Context: an optimization exercise on an open-source flow, tuned for a short achievable clock period and few clock cycles. The choices shown serve that exercise and are no tape-out recipe.
The RTL was checked by simulation tests, not by an equivalence proof against the original design.
Power and IR drop assume default switching activity.

$ cat flow/run.sh
#!/bin/bash
# synth_recipe.tcl (not shown) runs the flow's synth.tcl, then flattens the netlist and writes it again
# the make line also repeats each setting of config.mk as NAME=value (left out here)
make -C /OpenROAD-flow-scripts/flow DESIGN_CONFIG=/design/flow/config.mk WORK_HOME=/design/flow/orfs CLKGATE_MAP_FILE= SYNTH_SCRIPT=/design/flow/synth_recipe.tcl finish
$ cat flow/config.mk
export PLATFORM = sky130hd
export DESIGN_NAME = fir_coef_loader
export DESIGN_NICKNAME = fir_coef_loader
export VERILOG_FILES = /design/flow/design.v
export SDC_FILE = /design/flow/constraint.sdc
export NUM_CORES = 4
export LEC_CHECK = 0
export CAP_MARGIN = 20
export CELL_PAD_IN_SITES_DETAIL_PLACEMENT = 1
export CORE_MARGIN = 2
export CORE_UTILIZATION = 40
export SETUP_SLACK_MARGIN = 1.8
export SLEW_MARGIN = 20
export TNS_END_PERCENT = 100
$ cat flow/constraint.sdc
create_clock -name core_clock -period 4.0 [get_ports {clk}]
set_input_delay 0.8000 -clock core_clock [delete_from_list [all_inputs] [get_ports {clk}]]
set_output_delay 0.8000 -clock core_clock [all_outputs]
set_load 0.01 [all_outputs]
$ cat flow/design.v
package fir_pkg;
  localparam int COEF_W_DEFAULT = 25;
  typedef enum logic [1:0] {
    ERR_NONE    = 2'd0,
    ERR_LEN     = 2'd1,
    ERR_WR_BUSY = 2'd2
  } err_t;
endpackage
module coef_ram
#(
  parameter int DEPTH = 64,
  parameter int W     = fir_pkg::COEF_W_DEFAULT,
  parameter int AW    = $clog2(DEPTH)
) (
  input  logic               clk,
  input  logic               we,
  input  logic [AW-1:0]      wr_addr,
  input  logic [W-1:0]       wr_data,
  output logic [DEPTH*W-1:0] words
);
  for (genvar i = 0; i < DEPTH; i++) begin : g_word
    always_ff @(posedge clk) begin
      if (we && wr_addr == AW'(i)) words[i*W +: W] <= wr_data;
    end
  end
endmodule
module fir_coef_loader
#(
  parameter int MAX_TAPS = 64,
  parameter int COEF_W   = fir_pkg::COEF_W_DEFAULT,
  parameter int AW       = $clog2(MAX_TAPS)
) (
  input  logic              clk,
  input  logic              reset,
  input  logic              wr_en,
  input  logic [AW-1:0]     wr_addr,
  input  logic [COEF_W-1:0] wr_data,
  input  logic [AW:0]       ntaps,
  input  logic              start,
  input  logic [31:0]       fir_len,
  output logic [COEF_W-1:0] cfg_din,
  output logic              cfg_ce,
  output logic              busy,
  output logic              done,
  output logic [1:0]        err
);
  localparam int RW = 8;                      
  localparam int NR = MAX_TAPS / RW;          
  logic          idle_q;                      
  logic          ndone_q;                     
  logic          accept;
  logic [AW+1:0] ntaps_p2;
  logic          g1, g2, bad;
  logic [AW-1:0] a0;                          
  logic [8:0]    pl_lo_in;                    
  assign accept   = start && idle_q;
  assign ntaps_p2 = {1'b0, ntaps} + (AW+2)'(2);
  assign g1       = fir_len > 32'(ntaps);        
  assign g2       = fir_len >= 32'(ntaps_p2);    
  assign bad      = 32'(ntaps) > fir_len;        
  assign a0       = ntaps[AW-1:0] - AW'(1);
  assign pl_lo_in = {1'b0, fir_len[7:0]} - 9'(ntaps_p2);
  logic              ph1;           
  logic              g2_r, bad_r;
  logic [31:0]       pl;            
  logic              pl_b;          
  logic              plz, pl1;      
  logic [AW:0]       ml;            
  logic              mlz, ml1;      
  logic [MAX_TAPS*COEF_W-1:0] words;
  logic [MAX_TAPS-1:0] sel;                   
  logic [MAX_TAPS-1:0] sel_in;                
  logic [NR-1:0][COEF_W-1:0] s1i, s1i_d, s1r, s1r_d;
  logic              first;                   
  logic              fwd_q;                   
  logic [COEF_W-1:0] wd_q;
  logic [COEF_W-1:0] rd_data;
  coef_ram #(.DEPTH(MAX_TAPS), .W(COEF_W), .AW(AW)) u_ram (
    .clk     (clk),
    .we      (wr_en && idle_q),
    .wr_addr (wr_addr),
    .wr_data (wr_data),
    .words   (words)
  );
  always_comb begin
    for (int i = 0; i < MAX_TAPS; i++) sel_in[i] = (ntaps[AW-1:0] == AW'((i + 1) % MAX_TAPS));
    for (int r = 0; r < NR; r++) begin
      s1i_d[r] = '0;
      s1r_d[r] = '0;
      for (int c = 0; c < RW; c++) begin
        s1i_d[r] = s1i_d[r] | (words[(r*RW+c)*COEF_W +: COEF_W] & {COEF_W{sel_in[r*RW+c]}});
        s1r_d[r] = s1r_d[r] | (words[(r*RW+c)*COEF_W +: COEF_W] & {COEF_W{sel[r*RW+c]}});
      end
    end
    rd_data = '0;
    if (!first) for (int r = 0; r < NR; r++) rd_data = rd_data | s1r[r];
    else if (fwd_q) rd_data = wd_q;
    else for (int r = 0; r < NR; r++) rd_data = rd_data | s1i[r];
  end
  logic active, issue_pad, issue_mem, last, none_left;
  assign active    = !idle_q && ndone_q && !(ph1 && bad_r);
  assign issue_pad = active && (ph1 ? g2_r : !plz);
  assign issue_mem = active && !issue_pad && !mlz;
  assign last      = (issue_pad && !ph1 && pl1 && mlz) || (issue_mem && ml1);
  assign none_left = !idle_q && ndone_q && (ph1 ? (bad_r || (!g2_r && mlz)) : (plz && mlz));
  always_ff @(posedge clk) begin
    if (idle_q) begin
      g2_r  <= g2;
      bad_r <= bad;
      pl    <= {fir_len[31:8], pl_lo_in[7:0]};
      pl_b  <= pl_lo_in[8];
      plz   <= fir_len <= 32'(ntaps_p2);
      pl1   <= fir_len == 32'(ntaps_p2) + 32'd1;
      ml    <= ntaps;
      mlz   <= ntaps == '0;
      ml1   <= ntaps == (AW+1)'(1);
      s1i   <= s1i_d;
      first <= 1'b1;
      fwd_q <= wr_en && (wr_addr == a0);
      wd_q  <= wr_data;
      for (int i = 0; i < MAX_TAPS; i++) sel[i] <= (ntaps[AW-1:0] == AW'((i + 2) % MAX_TAPS));
    end else begin
      if (ph1) begin
        pl[31:8] <= pl[31:8] - 24'(pl_b);
      end else if (issue_pad) begin
        pl  <= pl - 32'd1;
        plz <= pl1;
        pl1 <= (pl == 32'd2);
      end
      if (issue_mem) begin
        ml    <= ml - (AW+1)'(1);
        mlz   <= ml1;
        ml1   <= (ml == (AW+1)'(2));
        s1r   <= s1r_d;
        first <= 1'b0;
        sel   <= {sel[0], sel[MAX_TAPS-1:1]};
      end
    end
  end
  logic busy_nxt, done_nxt;
  assign busy_nxt = accept || (!idle_q && ndone_q);
  assign done_nxt = last || none_left;
  always_ff @(posedge clk or negedge reset) begin
    if (!reset) begin
      idle_q  <= 1'b1;
      ndone_q <= 1'b1;
    end else begin
      idle_q  <= !busy_nxt;
      ndone_q <= !done_nxt;
    end
  end
  always_ff @(posedge clk or negedge reset) begin
    if (!reset) begin
      busy    <= 1'b0;
      ph1     <= 1'b0;
      done    <= 1'b0;
      cfg_ce  <= 1'b0;
      cfg_din <= '0;
      err     <= fir_pkg::ERR_NONE;
    end else begin
      busy    <= busy_nxt;
      ph1     <= accept;
      done    <= done_nxt;
      cfg_ce  <= accept ? g1 : (issue_pad || issue_mem);
      cfg_din <= issue_mem ? rd_data : '0;
      if (accept)                                        err <= fir_pkg::ERR_NONE;
      else if (ph1 && bad_r)                             err <= fir_pkg::ERR_LEN;
      else if (wr_en && !idle_q && err != fir_pkg::ERR_LEN) err <= fir_pkg::ERR_WR_BUSY;
    end
  end
endmodule
==> results by group, run 1 <==
Route
  – Initial DRC Count: 11387
  – TritonRoute pass-1 iters: 9
  – Avg WL per Cell: 39.8 um
  – Routed Antenna Nets: 0
  – DRT Wirelength: between 300000 and 400000 um
  – Post-route DRC: 0
  – Via density: 7.02
  – Total vias in the final route: 61422

Finish
  – Share of layout cells above drive strength 1: 18.6%
  – Final instance area: about 100000 sq um
  – Layout area overhead: 18.5%
  – Fillers: between 20000 and 25000
  – Final Core Density: roughly 48%
  – Fin nets: 5822

Synth
  – Main synth FF type: edfxtp_1
  – Synth Cell Area: between 80000 and 90000 sq um
  – Post-synth EDFFs: approximately 2100
  – Sequential area share after synthesis: 75.4%
  – Commonest cells in the netlist: 2136 x edfxtp_1, 1448 x a22oi_1, 366 x clkbuf_1
  – Synth top area cells: edfxtp_1 74%, a22oi_1 13%, nand4_1 2.4%
  – Mapped Avg Cell Area: 16.1 sq um
  – Async S/R FF share, synth: 1.52%
  – Synthesis warning total: 2
  – Syn nets: 5474
  – Synth top area share: 74.4%
  – Count leader, synth: edfxtp_1
  – Cell accounting for the most synthesized area: edfxtp_1
  – Synth Instances: 5369
  – Unique masters post-synth: between 60 and 70
  – Seq cells post-synth: around 2200

Worst setup path
  – Data arrival time of the worst path: 2.94 ns
  – CP Cell Sequence: dlygate4sd2_1, nor2_2, nand3_1, nor2_2, buf_12
  – Worst path max stage delay: 0.62 ns
  – Critical path's top delay family: simple AND/OR/NAND/NOR gates
  – Most frequent CP cell: nor2_2
  – Worst path required time: 4.53 ns
  – Crit-path slowest cell: nand3_1
  – Worst Path Buf+Inv: 2
  – Kind of critical path: in2reg
  – CP startpoint kind: input pin
  – Worst setup EP type: register
  – Crit-path max FO: 25

Floorplanning
  – Die X: around 470 um
  – Core box area: 214000 sq um
  – # IOs: between 100 and 150
  – Rows: 170
  – Die Height: ~470 um
  – Starting Density: 40.2%
  – Total Die Area: ~220000 sq um

Clock network
  – TritonCTS Buffers: 215
  – # H-tree levels: 4
  – Clock transition at path regs: 0.07 ns
  – Sink Count: 2170
  – Root Driver: clkbuf_16
  – Latest clock arrival within the worst-skew pair: 0.86 ns
  – Clk buf depth: 3
  – CTS tree: yes

Power
  – Design Power: approximately 65 mW
  – Clock power frac: 31.6%
  – Logic pwr share: a little under 20%
  – Worst vdd ir: roughly 0.00048 V
  – Pwr per Cell Area: 635 nW/um^2
  – Leak: 32.0 nW
  – Sw Pwr: 21.4 mW
  – Internal: ~43 mW
  – Sequential fraction of design power: 48.6%
  – Sw Share: around 33%

Placement
  – Placer Congestion: 0.971
  – Placed cell area: ~93000 sq um
  – I/O Buffers: 103
  – Hpwl dp: 212000 um

Timing
  – Worst slew margin: 19.6%
  – Max Slew Vio Count: 0
  – Actual slew at the worst max-slew pin: 1.21 ns
  – Post-route clock skew: 0.0388 ns
  – Final Hold Fails: 0
  – RSZ-0062 raised after global routing: true
  – Fin crit share: 60.2%
  – Worst hold margin: 0.0947 ns
  – Fmax: 415 MHz
  – Shortest period the worst path allows: 2.41 ns
  – Final setup viols: 0

Run
  – Max Cap Viol: 0

Global routing
  – Total GRT Usage: 30.5%
  – Initial antenna violation count: 38
  – Gr ovfl total: 0
  – Vias in the first global route: 59336
  – Global-route wire length before repair: between 400000 and 500000 um
  – Pin count of the biggest net entering global routing: between 100 and 150

Hold path
  – Hold Path Class: in2async

Outcome
  – Outcome: finished clean
-- power groups by stage --
| stage | Clock (mW) | Sequential [mW] | Combinational, mW |
|---|---|---|---|
| after floorplan | 0 | 29.2 | 6.64 |
| after global placement | 0 | 31.9 | 10.8 |
| after detailed placement | 0 | 31.9 | 11.3 |
| after CTS | 20.6 | 31.4 | 11.9 |
| after global routing | 21.4 | 31.4 | 13.2 |
| final | 20.5 | 31.6 | 12.8 |
-- cell families (layout without fill, tap and decap cells) --
kind of cell	Yosys count	after routing	synth area share [%]
buffers and inverters	412	946	1.82
adders and majority gates	31	31	0.459
DFF	2170	2170	75.4
AOI/OAI and AO/OA	1767	1767	15.3
muxes	67	67	0.871
other	0	11	0
xor gates and xnor gates	57	57	0.579
and+or+nand+nor	865	865	5.57
-- layout make-up --
type	count	area [sq um]	share of cell area (%)
Tap cell	2838	3550	3.48
Antenna cell	11	27.5	0.0269
Clock buffer	271	5780	5.66
Inverter	34	131	0.129
Sequential cell	2170	65000	63.6
Timing Repair Buffer	509	5610	5.49
Multi-Input combinational cell	2787	20800	20.3
Clock inverter	132	1280	1.25
-- worst paths after layout --
kind | from | to | slack [ns] | cells past startpoint
min in group core_clock | wr_data[17] | u_ram.words[1467] | 0.40 | 1
worst min register to register | u_ram.words[1247] | s1i[172] | 0.57 | 2
max in group asynchronous | reset | cfg_din[2] | 3.08 | 2
worst min-delay path | reset | err[1] | 0.09 | 1
worst max register to register | pl[0] | pl[16] | 1.60 | 9
worst max-delay path | wr_addr[0] | u_ram.words[1509] | 1.59 | 5
-- state kept, by name, indices dropped and copies added, names as in the netlist --
register / cells
busy: 1
mlz: 1
bad_r: 1
ml: 7
s1r: 200
done: 1
cfg_ce: 1
fwd_q: 1
plz: 1
s1i: 200
idle_q: 1
pl1: 1
cfg_din: 25
g2_r: 1
first: 1
u_ram.words: 1600
err: 2
ml1: 1
pl_b: 1
sel: 64
wd_q: 25
ndone_q: 1
ph1: 1
pl: 32
-- placed cells by master, fill, tap and decap left out, types with 9 or more instances in the layout --
master / netlist / final
a211oi_1: 25 / 17
a21oi_1: 66 / 64
a221oi_1: 77 / 73
a22o_1: 76 / 76
a22oi_1: 1448 / 1446
buf_12: 0 / 98
buf_2: 10 / 41
buf_4: 0 / 258
buf_6: 1 / 41
bufinv_16: 0 / 19
clkbuf_1: 366 / 43
clkbuf_16: 0 / 229
clkdlybuf4s50_1: 0 / 34
clkinv_1: 0 / 43
clkinv_2: 0 / 44
clkinvlp_4: 0 / 9
dfrtp_1: 31 / 30
diode_2: 0 / 11
edfxtp_1: 2136 / 2136
ha_1: 30 / 21
inv_1: 34 / 29
mux2_2: 64 / 64
nand2_1: 76 / 58
nand2_2: 0 / 16
nand3_1: 89 / 82
nand4_1: 331 / 331
nor2_1: 161 / 26
nor2_2: 0 / 77
nor2_4: 0 / 58
nor3_1: 38 / 32
nor4_1: 61 / 50
nor4_2: 1 / 10
o21ai_0: 39 / 36
o21ai_1: 6 / 9
or4_1: 53 / 53
xnor2_1: 43 / 41
xor2_1: 14 / 13
-- per-layer routing --
metal	GRT usage [%]	share of wire [%]	wire, um	up-vias
li1	-	-	-	23535
met1	39.2	35	123000	31638
met2	46.2	44	154000	5267
met3	8.97	13	46400	950
met4	17.3	7.0	24400	32
met5	0	0.058	202	-
-- per-stage QoR --
step	setup TNS [ns]	setup slack (ns)	std cells
detailed placement	0	0.0987	8257
CTS	0	1.56	8717
global placement	0	0.134	8255
finish	0	1.59	8752
global route	0	1.47	8743
floorplan	-613.82	-2.01	5369
-- worst reg2reg max path: stages, from the launching register on --
cell      delay [ns]
edfxtp_1        0.44
inv_2           0.11
ha_4            0.13
nor4b_4         0.26
a32oi_2         0.18
or3_4           0.37
or2_4           0.30
buf_4           0.15
xor2_1          0.14
o21ai_1         0.07
-- repair_timing --
action / CTS / global route
endpoints found under the setup margin: 2195 / 706
buffers inserted: 54 / 13
gates resized for setup: 309 / 84
pin swaps: 16 / 19
hold buffers: 0 / 0
cloned: 3 / 9
Testbench counts, summed over its fixed seeds: cycles 14,007.
==> run 2: changes to the inputs <==
--- a/flow/design.v
+++ b/flow/design.v
@@ -60,10 +60,16 @@
   assign bad      = 32'(ntaps) > fir_len;        
   assign a0       = ntaps[AW-1:0] - AW'(1);
   assign pl_lo_in = {1'b0, fir_len[7:0]} - 9'(ntaps_p2);
+  assign b_in     = pl_lo_in[8];
+  assign hi_in    = fir_len[31:8] - 24'(b_in);
+  assign pl_hi_m1 = {pl_hi[23:16] - 8'(zb0 && zb1), pl_hi[15:8] - 8'(zb0), pl_hi[7:0] - 8'd1};
   logic              ph1;           
   logic              g2_r, bad_r;
-  logic [31:0]       pl;            
-  logic              pl_b;          
+  logic [7:0]        pl_lo;
+  logic [23:0]       pl_hi, pl_hi_m1, hi_in;
+  logic              zb0, zb1;      
+  logic              hiz;           
+  logic              b_in;
   logic              plz, pl1;      
   logic [AW:0]       ml;            
   logic              mlz, ml1;      
@@ -107,8 +113,11 @@
     if (idle_q) begin
       g2_r  <= g2;
       bad_r <= bad;
-      pl    <= {fir_len[31:8], pl_lo_in[7:0]};
-      pl_b  <= pl_lo_in[8];
+      pl_lo <= pl_lo_in[7:0];
+      pl_hi <= hi_in;
+      zb0   <= b_in ? (fir_len[15:8] == 8'd1) : (fir_len[15:8] == 8'd0);
+      zb1   <= (b_in && fir_len[15:8] == 8'd0) ? (fir_len[23:16] == 8'd1) : (fir_len[23:16] == 8'd0);
+      hiz   <= b_in ? (fir_len[31:8] == 24'd1) : (fir_len[31:8] == 24'd0);
       plz   <= fir_len <= 32'(ntaps_p2);
       pl1   <= fir_len == 32'(ntaps_p2) + 32'd1;
       ml    <= ntaps;
@@ -120,12 +129,16 @@
       wd_q  <= wr_data;
       for (int i = 0; i < MAX_TAPS; i++) sel[i] <= (ntaps[AW-1:0] == AW'((i + 2) % MAX_TAPS));
     end else begin
-      if (ph1) begin
-        pl[31:8] <= pl[31:8] - 24'(pl_b);
-      end else if (issue_pad) begin
-        pl  <= pl - 32'd1;
+      zb0 <= (pl_hi[7:0] == 8'd0);
+      zb1 <= (pl_hi[15:8] == 8'd0);
+      if (issue_pad && !ph1) begin
+        pl_lo <= pl_lo - 8'd1;
+        if (pl_lo == 8'd0) begin
+          pl_hi <= pl_hi_m1;
+          hiz   <= (pl_hi == 24'd1);
+        end
         plz <= pl1;
-        pl1 <= (pl == 32'd2);
+        pl1 <= hiz && (pl_lo == 8'd2);
       end
       if (issue_mem) begin
         ml    <= ml - (AW+1)'(1);
==> results by group, run 2 <==
Synth
  – Xor and xnor area share after synthesis: 0.829% (+0.25 points)
  – Count leader, synth: edfxtp_1
  – Commonest cells in the netlist: 2136 x edfxtp_1, 1514 x a22oi_1, 362 x nand4_1
  – Syn nets: 5546 (+1.3%)
  – Synth top area share: 73.7% (-0.67 points)
  – Post-synth EDFFs: 2136 (unchanged)
  – Mapped Avg Cell Area: 16.0 sq um (-0.26%)
  – Sequential area share after synthesis: 74.8% (-0.63 points)
  – Synth top area cells: edfxtp_1 74%, a22oi_1 13%, nand4_1 2.6%
  – Post-Synth Simple-Gate Area: 5.83% (+0.26 points)
  – Synthesis warning total: 2 (unchanged)
  – Adder-Cell Fraction of Synth Area: 0.584% (+0.13 points)
  – Synth Cell Area: 87000 sq um (+0.91%)
  – Main combinational cell family by area after synthesis: compound AO/OA/AOI/OAI gates
  – Async S/R FF share, synth: 1.52% (about the same)
  – Synth Area in Compound Gates: 15.0% (-0.28 points)
  – Seq cells post-synth: 2172 (+0.092%)
  – Unique masters post-synth: 72 (+13%)
  – Post-synthesis mux area share: 0.991% (+0.12 points)
  – Synth Instances: 5432 (+1.2%)
  – Cell accounting for the most synthesized area: edfxtp_1
  – Main synth FF type: edfxtp_1

Placement
  – Placer Congestion: 0.965 (-0.63%)
  – Hpwl dp: 214000 um (+0.99%)
  – Placed cell area: 94200 sq um (+1.1%)
  – I/O Buffers: 103 (unchanged)
  – Dpl cells: 8388 (+1.6%)

Finish
  – Top Registers: u_ram.words x1600, s1i x200, s1r x200
  – Layout area overhead: 26.6%
  – Footprint of the multi-input gates: 21800 sq um (+5.1%)
  – Most common cell after layout, fill and taps aside: edfxtp_1
  – Final instance area: 110000 sq um (+7.8%)
  – Non-filler cells, final: 9225 (+5.4%)
  – Share of layout cells above drive strength 1: 23.9% (+5.3 points)
  – Max reg flops: 1600 (unchanged)
  – Fillers: 20105 (-1.2%)
  – Fin nets: 6257 (+7.5%)
  – Reg area: 65000 sq um (about the same)
  – Most frequent cells in the layout: 2136 x edfxtp_1, 1514 x a22oi_1, 362 x nand4_1
  – Top reg by flops: u_ram.words

Route
  – Routed Antenna Nets: 0 (unchanged)
  – Via density: 7.38 (+5.2%)
  – WL met2: 174000 um (+13%)
  – Initial DRC Count: 14166 (+24%)
  – DRT Wirelength: 407000 um (+17%)
  – Avg WL per Cell: 44.1 um (+11%)
  – Total vias in the final route: 68105 (+11%)
  – DRT met1 WL: 129000 um (+5.6%)
  – Post-route DRC: 0 (unchanged)
  – WL met3: 60300 um (+30%)
  – Top sig layer: met5
  – TritonRoute pass-1 iters: 13 (+4)

Power
  – Sw Pwr: 23.3 mW (+8.6%)
  – Clock power frac: 31.4% (-0.2 points)
  – Leak: 35.5 nW (+11%)
  – Sequential fraction of design power: 46.2% (-2.4 points)
  – Internal: 44.7 mW (+3.0%)
  – Pwr per Cell Area: 618 nW/um^2 (-2.7%)
  – Sw Share: 34.2% (+1.2 points)
  – Logic pwr share: 22.3% (+2.5 points)
  – Worst vdd ir: 0.000519 V (+7.7%)

Timing
  – Fmax: 358 MHz (-14%)
  – Final setup viols: 0 (unchanged)
  – Worst hold margin: 0.398 ns (+0.303 ns)
  – Shortest period the worst path allows: 2.79 ns (+0.384 ns)
  – Fin crit share: 69.8% (+9.6 points)
  – Post-route clock skew: 0.0709 ns (+0.0321 ns)
  – Final Hold Fails: 0 (unchanged)
  – Worst slew margin: 0.504% (-19 points)
  – Actual slew at the worst max-slew pin: 1.48 ns (+0.273 ns)
  – Max Slew Vio Count: 0 (unchanged)
  – RSZ-0062 raised after global routing: true

Global routing
  – Total GRT Usage: 32.5% (+2.0 points)
  – Global-route wire length before repair: 508000 um (+7.4%)
  – Gr ovfl total: 0 (unchanged)
  – Vias in the first global route: 62697 (+5.7%)
  – Pin count of the biggest net entering global routing: 84 (-22%)
  – Initial antenna violation count: 50 (+32%)

Floorplanning
  – Core box area: 217000 sq um (+1.1%)
  – Total Die Area: 221000 sq um (+0.90%)
  – Die Height: 470 um (+0.45%)
  – Starting Density: 40.1% (-0.071 points)
  – Rows: 171 (+0.59%)
  – Die X: 470 um (+0.45%)
  – # IOs: 104 (unchanged)

Worst setup path
  – Worst setup EP type: register
  – FF-to-FF End: cfg_din[7]
  – CP startpoint kind: input pin
  – Worst R2R Path Depth: 4 (-5)
  – R2r startpoint: s1i[132]
  – Crit-path max FO: 3 (-88%)
  – Data arrival time of the worst path: 3.44 ns (+0.50 ns)
  – R2r setup slk: 1.26 ns (-0.34 ns)
  – Kind of critical path: in2reg
  – Worst path required time: 4.65 ns (+0.12 ns)

Hold path
  – Hold Path Class: in2async

Clock network
  – Latest clock arrival within the worst-skew pair: 0.94 ns (+0.08 ns)
  – Clk buf depth: 3 (unchanged)
  – # H-tree levels: 4 (unchanged)
  – CTS tree: yes
  – TritonCTS Buffers: 220 (+2.3%)
  – Root Driver: clkbuf_16
  – Sink Count: 2172 (+0.092%)
  – Clock transition at path regs: 0.07 ns (about the same)

Outcome
  – Outcome: failed layout checks
  – SO Viols: max-capacitance violations

Run
  – Max Cap Viol: 1 (+1)
run 2: cell types whose count changed in the layout (fill, tap and decap cells not counted), sizes merged, moves of 11 or more:
cell | before | now
buf | 453 | 744
a22oi | 1448 | 1514
clkbuf | 284 | 337
a221oi | 77 | 43
a22o | 76 | 43
nand4 | 331 | 362
o21ai | 45 | 17
diode | 11 | 37
nand3 | 89 | 63
inv | 42 | 59
nor2 | 161 | 177
xor2 | 14 | 30
nand2 | 76 | 61
a21oi | 66 | 77
run 2: how the worst max path moves through the flow:
stage,cells after the start,from,endpoint,slack (ns)
6_report,17,ntaps[2],pl_hi[23],1.21
5_1_grt,17,ntaps[2],pl_hi[18],1.08
4_1_cts,17,ntaps[2],pl_hi[12],1.39
3_5_place_dp,16,ntaps[2],pl_hi[12],-0.41
3_3_place_gp,16,ntaps[2],pl_hi[12],-0.41
2_1_floorplan,7,idle_q,s1r[0],-2.14
run 2: kinds of logic after synthesis:
kind of cell               Yosys count
DFF                               2172
adders and majority gates           40
xor gates and xnor gates            73
AOI/OAI and AO/OA                 1755
buffers and inverters              420
muxes                               78
and+or+nand+nor                    894
run 2: critical path, stage by stage:
cell and delay, ns:
buf_12 0.12, buf_8 0.13, ha_4 0.17, xnor2_2 0.20
ha_1 0.29, a21oi_2 0.23, o221ai_2 0.16, inv_2 0.10
ha_4 0.14, buf_4 0.11, buf_6 0.09, nor3b_2 0.15
and3_4 0.21, and2_4 0.17, nand3b_1 0.11, xor2_1 0.18
a21oi_1 0.08
run 2: power groups by stage:
stage	Sequential (mW)	Combinational [mW]	Clock, mW
3_3_place_gp	31.5	11.3	0
4_1_cts	31.0	13.2	21.0
3_5_place_dp	31.5	11.6	0
2_1_floorplan	29.1	6.70	0
5_1_grt	31.2	15.3	22.0
6_report	31.5	15.2	21.4
run 2: final cells by class:
cell class	count	share of cell area, %
Clock inverter	153	1.34
Antenna cell	37	0.0841
Sequential cell	2172	59.1
Inverter	44	0.164
Clock buffer	260	5.18
Timing Repair Buffer	865	11.1
Multi-Input combinational cell	2840	19.8
Tap cell	2854	3.24
run 2: per-stage QoR:
step	setup TNS [ns]	util [%]	total power, mW	worst slack, ns
finish	0	50.8	68.0	1.21
global route	0	50.8	68.5	1.08
CTS	0	48.8	65.2	1.39
detailed placement	-4.38	43.5	43.2	-0.414
global placement	-3.87	43.5	42.7	-0.405
floorplan	-679.47	-	35.8	-2.14
run 2: what timing repair did:
item | 4_1_cts | 5_1_grt
gates cloned | 52 | 103
resized for setup | 496 | 235
endpoints found under the hold margin | 10 | 0
setup buffers | 152 | 78
hold buffers | 1 | 0
pin swaps | 51 | 61
endpoints found under the setup margin | 2076 | 1756
run 2: layer usage:
layer | track usage, % | vias to the layer above
met5 | 0 | -
met4 | 23.4 | 32
met3 | 8.85 | 2072
met2 | 49.5 | 7445
met1 | 40.0 | 33981
li1 | - | 24575
Testbench counts of run 2, summed over its fixed seeds: cycles 14,007.
==> run 3: changes to the inputs <==
--- a/flow/design.v
+++ b/flow/design.v
@@ -61,12 +61,12 @@
   assign a0       = ntaps[AW-1:0] - AW'(1);
   assign pl_lo_in = {1'b0, fir_len[7:0]} - 9'(ntaps_p2);
   assign b_in     = pl_lo_in[8];
-  assign hi_in    = fir_len[31:8] - 24'(b_in);
   assign pl_hi_m1 = {pl_hi[23:16] - 8'(zb0 && zb1), pl_hi[15:8] - 8'(zb0), pl_hi[7:0] - 8'd1};
   logic              ph1;           
   logic              g2_r, bad_r;
   logic [7:0]        pl_lo;
-  logic [23:0]       pl_hi, pl_hi_m1, hi_in;
+  logic [23:0]       pl_hi, pl_hi_m1;
+  logic              hb;            
   logic              zb0, zb1;      
   logic              hiz;           
   logic              b_in;
@@ -74,7 +74,8 @@
   logic [AW:0]       ml;            
   logic              mlz, ml1;      
   logic [MAX_TAPS*COEF_W-1:0] words;
-  logic [MAX_TAPS-1:0] sel;                   
+  localparam int NS = 3;
+  logic [NS-1:0][MAX_TAPS-1:0] sel;
   logic [MAX_TAPS-1:0] sel_in;                
   logic [NR-1:0][COEF_W-1:0] s1i, s1i_d, s1r, s1r_d;
   logic              first;                   
@@ -95,7 +96,8 @@
       s1r_d[r] = '0;
       for (int c = 0; c < RW; c++) begin
         s1i_d[r] = s1i_d[r] | (words[(r*RW+c)*COEF_W +: COEF_W] & {COEF_W{sel_in[r*RW+c]}});
-        s1r_d[r] = s1r_d[r] | (words[(r*RW+c)*COEF_W +: COEF_W] & {COEF_W{sel[r*RW+c]}});
+        for (int b = 0; b < COEF_W; b++)
+          s1r_d[r][b] = s1r_d[r][b] | (words[(r*RW+c)*COEF_W + b] & sel[b*NS/COEF_W][r*RW+c]);
       end
     end
     rd_data = '0;
@@ -114,9 +116,10 @@
       g2_r  <= g2;
       bad_r <= bad;
       pl_lo <= pl_lo_in[7:0];
-      pl_hi <= hi_in;
-      zb0   <= b_in ? (fir_len[15:8] == 8'd1) : (fir_len[15:8] == 8'd0);
-      zb1   <= (b_in && fir_len[15:8] == 8'd0) ? (fir_len[23:16] == 8'd1) : (fir_len[23:16] == 8'd0);
+      pl_hi <= fir_len[31:8];
+      hb    <= b_in;
+      zb0   <= fir_len[15:8] == 8'd0;
+      zb1   <= fir_len[23:16] == 8'd0;
       hiz   <= b_in ? (fir_len[31:8] == 24'd1) : (fir_len[31:8] == 24'd0);
       plz   <= fir_len <= 32'(ntaps_p2);
       pl1   <= fir_len == 32'(ntaps_p2) + 32'd1;
@@ -127,10 +130,12 @@
       first <= 1'b1;
       fwd_q <= wr_en && (wr_addr == a0);
       wd_q  <= wr_data;
-      for (int i = 0; i < MAX_TAPS; i++) sel[i] <= (ntaps[AW-1:0] == AW'((i + 2) % MAX_TAPS));
+      for (int k = 0; k < NS; k++)
+        for (int i = 0; i < MAX_TAPS; i++) sel[k][i] <= (ntaps[AW-1:0] == AW'((i + 2) % MAX_TAPS));
     end else begin
       zb0 <= (pl_hi[7:0] == 8'd0);
       zb1 <= (pl_hi[15:8] == 8'd0);
+      if (ph1 && hb) pl_hi <= pl_hi_m1;
       if (issue_pad && !ph1) begin
         pl_lo <= pl_lo - 8'd1;
         if (pl_lo == 8'd0) begin
@@ -146,7 +151,7 @@
         ml1   <= (ml == (AW+1)'(2));
         s1r   <= s1r_d;
         first <= 1'b0;
-        sel   <= {sel[0], sel[MAX_TAPS-1:1]};
+        for (int k = 0; k < NS; k++) sel[k] <= {sel[k][0], sel[k][MAX_TAPS-1:1]};
       end
     end
   end
--- a/flow/config.mk
+++ b/flow/config.mk
@@ -8,7 +8,7 @@
 export CAP_MARGIN = 20
 export CELL_PAD_IN_SITES_DETAIL_PLACEMENT = 1
 export CORE_MARGIN = 2
-export CORE_UTILIZATION = 40
-export SETUP_SLACK_MARGIN = 1.8
+export CORE_UTILIZATION = 50
+export SETUP_SLACK_MARGIN = 2.0
 export SLEW_MARGIN = 20
 export TNS_END_PERCENT = 100
==> results by group, run 3 <==
Synth
  – Post-synthesis mux area share: 0.104% (-0.89 points)
  – Cell accounting for the most synthesized area: edfxtp_1
  – Synth Area in Compound Gates: 15.4% (+0.39 points)
  – Mapped Avg Cell Area: 15.4 sq um (-3.8%)
  – Main combinational cell family by area after synthesis: compound AO/OA/AOI/OAI gates
  – Async S/R FF share, synth: 1.43% (-0.085 points)
  – Syn nets: 6044 (+9.0%)
  – Synth top area share: 73.6% (-0.11 points)
  – Unique masters post-synth: 60 (-17%)
  – Adder-Cell Fraction of Synth Area: 0.515% (-0.069 points)
  – Seq cells post-synth: 2301 (+5.9%)
  – Count leader, synth: edfxtp_1
  – Post-synth EDFFs: 2241 (+4.9%)
  – Xor and xnor area share after synthesis: 0.565% (-0.26 points)
  – Commonest cells in the netlist: 2241 x edfxtp_1, 1500 x a22oi_1, 357 x nand4_1
  – Sequential area share after synthesis: 75.1% (+0.36 points)
  – Synth Instances: 5933 (+9.2%)
  – Main synth FF type: edfxtp_1
  – Synth Cell Area: 91400 sq um (+5.1%)
  – Post-Synth Simple-Gate Area: 5.61% (-0.22 points)
  – Synthesis warning total: 2 (unchanged)
  – Synth top area cells: edfxtp_1 74%, a22oi_1 12%, nand4_1 2.4%

Floorplanning
  – # IOs: 104 (unchanged)
  – Die Height: 432 um (-8.2%)
  – Starting Density: 50.5% (+10 points)
  – Total Die Area: 186000 sq um (-16%)
  – Die X: 432 um (-8.2%)
  – Core box area: 181000 sq um (-16%)
  – Rows: 156 (-8.8%)

Worst setup path
  – R2r startpoint: s1i[42]
  – Kind of critical path: reg2reg
  – Critical path's top delay family: simple AND/OR/NAND/NOR gates
  – Worst setup EP type: register
  – Data arrival time of the worst path: 3.53 ns (+0.09 ns)
  – CP startpoint kind: register
  – Worst path max stage delay: 1.38 ns (+1.09 ns)
  – Worst Path Buf+Inv: 0 (-5)
  – Worst path required time: 4.76 ns (+0.11 ns)
  – CP Cell Sequence: nor4_4, a21oi_1, a21oi_1, a211oi_2
  – Crit. path cell count: 4 (-13)
  – FF-to-FF End: cfg_din[17]
  – Crit-path max FO: 1 (-2)
  – R2r setup slk: 1.22 ns (-0.04 ns)
  – Worst R2R Path Depth: 4 (unchanged)
  – Most frequent CP cell: a21oi_1
  – Crit-path slowest cell: nor4_4

Power
  – Worst vdd ir: 0.000574 V (+11%)
  – Design Power: 75.7 mW (+11%)
  – Pwr per Cell Area: 648 nW/um^2 (+4.9%)
  – Leak: 38.3 nW (+8.0%)

Finish
  – Max reg flops: 1600 (unchanged)
  – Top reg by flops: u_ram.words
  – Non-filler cells, final: 9270 (+0.49%)
  – Layout area overhead: 27.8%
  – Fin nets: 6755 (+8.0%)
  – Most frequent cells in the layout: 2241 x edfxtp_1, 1498 x a22oi_1, 357 x nand4_1
  – Share of layout cells above drive strength 1: 21.7% (-2.2 points)
  – Most common cell after layout, fill and taps aside: edfxtp_1
  – Top Registers: u_ram.words x1600, s1i x200, s1r x200

Timing
  – RSZ-0062 raised after global routing: true
  – Actual slew at the worst max-slew pin: 1.58 ns (+0.0971 ns)
  – Fmax: 360 MHz (+0.53%)
  – Max Slew Vio Count: 6 (+6)
  – Worst hold margin: 0.411 ns (+0.0138 ns)
  – Final Hold Fails: 0 (unchanged)
  – Shortest period the worst path allows: 2.78 ns (-0.0148 ns)
  – Post-route clock skew: 0.0492 ns (-0.0217 ns)
  – Worst slew margin: -5.85% (-6.4 points)
  – Fin crit share: 69.4% (-0.37 points)
  – Final setup viols: 0 (unchanged)

Placement
  – Placer Congestion: 1.05 (+9.0%)
  – Hpwl dp: 227000 um (+6.0%)
  – I/O Buffers: 103 (unchanged)
  – Dpl cells: 8261 (-1.5%)

Outcome
  – SO Viols: max-capacitance violations, max-slew violations
  – Outcome: failed layout checks

Route
  – Total vias in the final route: 76154 (+12%)
  – Via density: 8.22 (+11%)
  – Avg WL per Cell: 50.4 um (+14%)
  – Routed Antenna Nets: 0 (unchanged)
  – Initial DRC Count: 18220 (+29%)
  – Post-route DRC: 0 (unchanged)
  – TritonRoute pass-1 iters: 10 (-3)
  – DRT Wirelength: 468000 um (+15%)

Clock network
  – # H-tree levels: 4 (unchanged)
  – Latest clock arrival within the worst-skew pair: 0.93 ns (about the same)
  – Sink Count: 2301 (+5.9%)
  – TritonCTS Buffers: 227 (+3.2%)
  – Clock transition at path regs: 0.06 ns (about the same)
  – CTS tree: yes
  – Root Driver: clkbuf_16
  – Clk buf depth: 3 (unchanged)

Global routing
  – Gr ovfl total: 0 (unchanged)
  – Global-route wire length before repair: 554000 um (+9.1%)
  – Total GRT Usage: 42.9% (+10 points)
  – Pin count of the biggest net entering global routing: 137 (+63%)
  – Initial antenna violation count: 109 (+120%)
  – Vias in the first global route: 67588 (+7.8%)

Hold path
  – Hold Path Class: in2reg
  – Worst hold stages: 1
  – Hold endpoint: u_ram.words[126]
  – Hold Path Origin: wr_data[1]

Run
  – Max Cap Viol: 4 (+3)
==> run 3: changes by cell type after synthesis, moves of 8 or more <==
cell      delta
clkbuf_1    +39
mux2i_1      -8
edfxtp_1   +105
a22oi_1     -14
mux2_2      -61
o21ai_0    +211
nor2_1       -9
inv_1      +184
dfxtp_1     +24
nand2_1     +88
buf_2       -13
==> run 3: what timing repair did <==
action / CTS / global route
cloned: 116 / 123
hold endpoints to repair: 16 / 0
gates resized for setup: 635 / 305
setup buffers: 142 / 141
pin swaps: 33 / 72
endpoints found under the setup margin: 2554 / 2515
hold buffers: 1 / 0
==> run 3: cell type report <==
cell class	instances	area (sq um)
flip-flops and latches	2301	68700
fillers	15495	64300
multi-input cells	3022	22600
repair buffers	865	14400
clock buffers	283	6080
well taps	2370	2970
clock inverters	138	1130
inverters	227	877
diodes	64	160
==> run 3: kinds of logic after synthesis <==
group | Yosys count
compound gates | 1959
xor+xnor | 59
fa+ha+maj | 37
buf+inv | 626
flops | 2301
mux | 9
simple gates | 942
==> run 3: layer usage <==
metal	routed length (um)	share of wire [%]	GRT usage, %
met2	190000	41	61.9
met1	141000	30	53.4
met4	48700	10	25.9
met3	86400	18	18.8
met5	899	0.19	0.208
==> run 3: how the worst max path moves through the flow <==
stage / from / end / slack [ns]
after global routing: s1i[47] / cfg_din[22] / 1.43
after floorplan: idle_q / s1r[0] / -2.08
final: s1i[42] / cfg_din[17] / 1.22
after CTS: cfg_din[20] / cfg_din[20] / 1.74
after detailed placement: ntaps[2] / hiz / 0.02
after global placement: ntaps[2] / pl_lo[7] / 0.13
==> run 3: power breakdown <==
part           switching (mW)  leakage (nW)  total, mW  internal [mW]
clock network            10.2          3.52       22.0           11.8
registers                7.57          21.1       38.0           30.4
logic                    9.93          13.6       15.7           5.78
==> run 3: through the flow <==
step                cell area (sq um)  TNS [ns]  setup slack, ns  util [%]
finish                         117000         0             1.22      64.5
global route                   117000         0             1.43      64.4
CTS                            111000         0             1.74      61.3
detailed placement              97100         0           0.0216      53.6
global placement                97100         0            0.126      53.6
floorplan                       91400   -975.51            -2.08         -
Testbench counts of run 3, summed over its fixed seeds: cycles 14,007.
==> run 4: changes to the inputs <==
--- a/flow/config.mk
+++ b/flow/config.mk
@@ -8,7 +8,9 @@
 export CAP_MARGIN = 20
 export CELL_PAD_IN_SITES_DETAIL_PLACEMENT = 1
 export CORE_MARGIN = 2
-export CORE_UTILIZATION = 50
-export SETUP_SLACK_MARGIN = 2.0
+export CORE_UTILIZATION = 40
+export CTS_CLUSTER_DIAMETER = 100
+export CTS_CLUSTER_SIZE = 24
+export SETUP_SLACK_MARGIN = 1.8
 export SLEW_MARGIN = 20
 export TNS_END_PERCENT = 100
==> results by group, run 4 <==
Finish
  – Most common cell after layout, fill and taps aside: edfxtp_1
  – Fillers: 21944 (+42%)
  – Top Registers: u_ram.words x1600, s1i x200, s1r x200
  – Fin nets: 6240 (-7.6%)
  – Non-filler cells, final: 9214 (-0.60%)
  – Final instance area: 104000 sq um (-11%)
  – Footprint of the multi-input gates: 21500 sq um (-4.9%)
  – Top reg by flops: u_ram.words
  – Most frequent cells in the layout: 2241 x edfxtp_1, 1499 x a22oi_1, 357 x nand4_1
  – Share of layout cells above drive strength 1: 13.2% (-8.5 points)
  – Reg area: 68700 sq um (about the same)
  – Final Core Density: 45.6% (-19 points)
  – Layout area overhead: 13.5%
  – Max reg flops: 1600 (unchanged)

Synth
  – Sequential area share after synthesis: 75.1% (unchanged)
  – Mapped Avg Cell Area: 15.4 sq um (unchanged)
  – Syn nets: 6044 (unchanged)
  – Async S/R FF share, synth: 1.43% (unchanged)
  – Synth top area cells: edfxtp_1 74%, a22oi_1 12%, nand4_1 2.4%
  – Synth Cell Area: 91400 sq um (unchanged)
  – Cell accounting for the most synthesized area: edfxtp_1
  – Commonest cells in the netlist: 2241 x edfxtp_1, 1500 x a22oi_1, 357 x nand4_1
  – Synth Instances: 5933 (unchanged)
  – Main synth FF type: edfxtp_1
  – Synthesis warning total: 2 (unchanged)
  – Unique masters post-synth: 60 (unchanged)
  – Count leader, synth: edfxtp_1
  – Synth top area share: 73.6% (unchanged)
  – Seq cells post-synth: 2301 (unchanged)
  – Post-synth EDFFs: 2241 (unchanged)

Power
  – Leak: 32.3 nW (-16%)
  – Worst vdd ir: 0.000362 V (-37%)
  – Sw Pwr: 21.8 mW (-21%)
  – Sw Share: 35.4% (-1.2 points)
  – Internal: 39.7 mW (-17%)
  – Clock power frac: 20.7% (-8.3 points)
  – Pwr per Cell Area: 593 nW/um^2 (-8.5%)
  – Sequential fraction of design power: 60.4% (+10 points)
  – Logic pwr share: 18.9% (-1.9 points)
  – Design Power: 61.5 mW (-19%)

Clock network
  – TritonCTS Buffers: 106 (-53%)
  – CTS tree: yes
  – Clk buf depth: 3 (unchanged)
  – Latest clock arrival within the worst-skew pair: 0.84 ns (-0.09 ns)
  – # H-tree levels: 3 (-1)
  – Root Driver: clkbuf_16
  – Sink Count: 2301 (unchanged)
  – Clock transition at path regs: 0.10 ns (+0.04 ns)

Global routing
  – Total GRT Usage: 30.1% (-13 points)
  – Global-route wire length before repair: 495000 um (-11%)
  – Vias in the first global route: 61562 (-8.9%)
  – Gr ovfl total: 0 (unchanged)
  – Pin count of the biggest net entering global routing: 153 (+12%)
  – Initial antenna violation count: 53 (-51%)

Route
  – TritonRoute pass-1 iters: 8 (-2)
  – Total vias in the final route: 65513 (-14%)
  – Avg WL per Cell: 39.6 um (-21%)
  – DRT Wirelength: 365000 um (-22%)
  – Post-route DRC: 0 (unchanged)
  – Routed Antenna Nets: 0 (unchanged)
  – Initial DRC Count: 13433 (-26%)
  – Via density: 7.11 (-13%)

Worst setup path
  – Worst setup EP type: register
  – Crit-path max FO: 1 (unchanged)
  – Most frequent CP cell: a21oi_1
  – Data arrival time of the worst path: 3.01 ns (-0.52 ns)
  – Kind of critical path: reg2reg
  – CP Cell Sequence: nor4_2, a21oi_1, a21oi_1, a211oi_1
  – Crit-path slowest cell: nor4_2
  – Worst path max stage delay: 1.10 ns (-0.28 ns)
  – Worst path required time: 4.69 ns (-0.07 ns)
  – CP startpoint kind: register

Floorplanning
  – Rows: 175 (+12%)
  – Die Height: 482 um (+12%)
  – # IOs: 104 (unchanged)
  – Total Die Area: 232000 sq um (+25%)
  – Starting Density: 40.2% (-10 points)
  – Die X: 482 um (+12%)
  – Core box area: 227000 sq um (+25%)

Placement
  – Pre-CTS WS: 0.109 ns (+0.0875 ns)
  – Hpwl dp: 227000 um (-0.14%)
  – Placed cell area: 97800 sq um (+0.65%)
  – I/O Buffers: 103 (unchanged)
  – Dpl cells: 8898 (+7.7%)
  – Placer Congestion: 0.966 (-8.1%)

Timing
  – Shortest period the worst path allows: 2.32 ns (-0.457 ns)
  – Worst hold margin: 0.0930 ns (-0.318 ns)
  – RSZ-0062 raised after global routing: true
  – Final TNS setup: 0 ns (unchanged)
  – Max Slew Vio Count: 0 (-6)
  – Final setup viols: 0 (unchanged)
  – Worst slew margin: 14.8% (+21 points)
  – Post-route clock skew: 0.0467 ns (-0.00254 ns)
  – Fmax: 431 MHz (+20%)
  – Fin crit share: 58.0% (-11 points)
  – Actual slew at the worst max-slew pin: 1.27 ns (-0.308 ns)
  – Worst-case setup margin in the final layout: 1.68 ns (+0.457 ns)
  – Final Hold Fails: 0 (unchanged)

Run
  – Max Cap Viol: 0 (-4)

Hold path
  – Hold Path Class: in2async

Outcome
  – Outcome: finished clean
## run 4: metal layers
layer	up-vias	global-route usage, %	wire length, um
met2	5986	45.7	162000
met4	34	14.7	21600
met3	935	7.65	50200
li1	24821	-	-
met1	33737	40.5	131000
met5	-	0	212
## run 4: cells by family (layout without fill, tap and decap cells)
kind of cell	count (synthesis)	after routing	share of synthesized area, %
AO/OA/AOI/OAI	1959	1959	15.4
XOR/XNOR	59	59	0.565
adder cells (fa/ha/maj)	37	37	0.515
buffers and inverters	626	872	2.66
flip-flops	2301	2301	75.1
multiplexers	9	9	0.104
other	0	23	0
AND/OR/NAND/NOR	942	945	5.61
## run 4: path summary, 6_finish.rpt
check,start,to,slack [ns],cells past startpoint
min reg2reg,pl_hi[13],pl_hi[13],0.55,2
max in group asynchronous,reset,cfg_din[17],3.10,2
min,reset,busy,0.09,1
max,s1i[164],cfg_din[14],1.68,4
max reg2reg,s1i[164],cfg_din[14],1.68,4
min in group core_clock,wr_data[8],u_ram.words[508],0.31,1
## run 4: final cells by class
type,count,share of cell area (%)
inverters,227,0.830
clock inverters,6,0.0459
flip-flops and latches,2301,66.2
multi-input cells,3009,20.7
clock buffers,155,2.84
repair buffers,484,5.67
well taps,3009,3.63
diodes,23,0.0555
## run 4: critical path: cells and delay by family, from the launching register on
kind,cells,cell delay (ns)
AND/OR/NAND/NOR,1,1.10
flip-flops,1,0.62
AO/OA/AOI/OAI,3,0.47
## run 4: power groups by stage
stage	Clock, mW	Sequential [mW]	Combinational, mW
finish	12.7	37.1	11.6
detailed placement	0	37.0	9.46
global placement	0	37.1	8.95
global route	13.4	36.9	12.1
CTS	12.7	36.5	10.8
floorplan	0	31.9	7.31
## run 4: timing repair
action | in CTS | in global routing
hold buffers | 0 | 0
pin swaps | 22 | 33
setup endpoints to repair | 2405 | 1570
gates cloned | 19 | 12
endpoints found under the hold margin | 0 | 0
resized for setup | 345 | 141
buffers inserted | 53 | 47

==> re-timing with driven ports <==
In the flow no input, the clock included, has a driving cell. The finished layouts below were timed again as built, in two steps.
Step 1 assumes that a clkbuf_16 drives the clock port and a buf_2 every other input.
Step 2 also shifts input and output timing later by t, the mid clock arrival at the registers, as if the neighbouring blocks saw the same clock.
Slacks: ideal ports / drivers / drivers and shift; pairs: ideal ports / drivers.
run	t, ns	setup slack, ns	worst setup path after step 2	worst data-port slew with drivers (ns)
run 1	0.935	1.593 / 1.603 / 0.718	input to register	0.09
run 2	0.989	1.209 / 1.247 / 0.258	input to register	0.38
run 3	0.990	1.224 / 1.216 / 0.226	input to register	0.32
run 4	0.897	1.681 / 1.591 / 0.694	input to register	0.24
For run 3, which loses most, drivers alone change the setup slack by -0.008 ns; drivers and shift together by -0.998 ns.
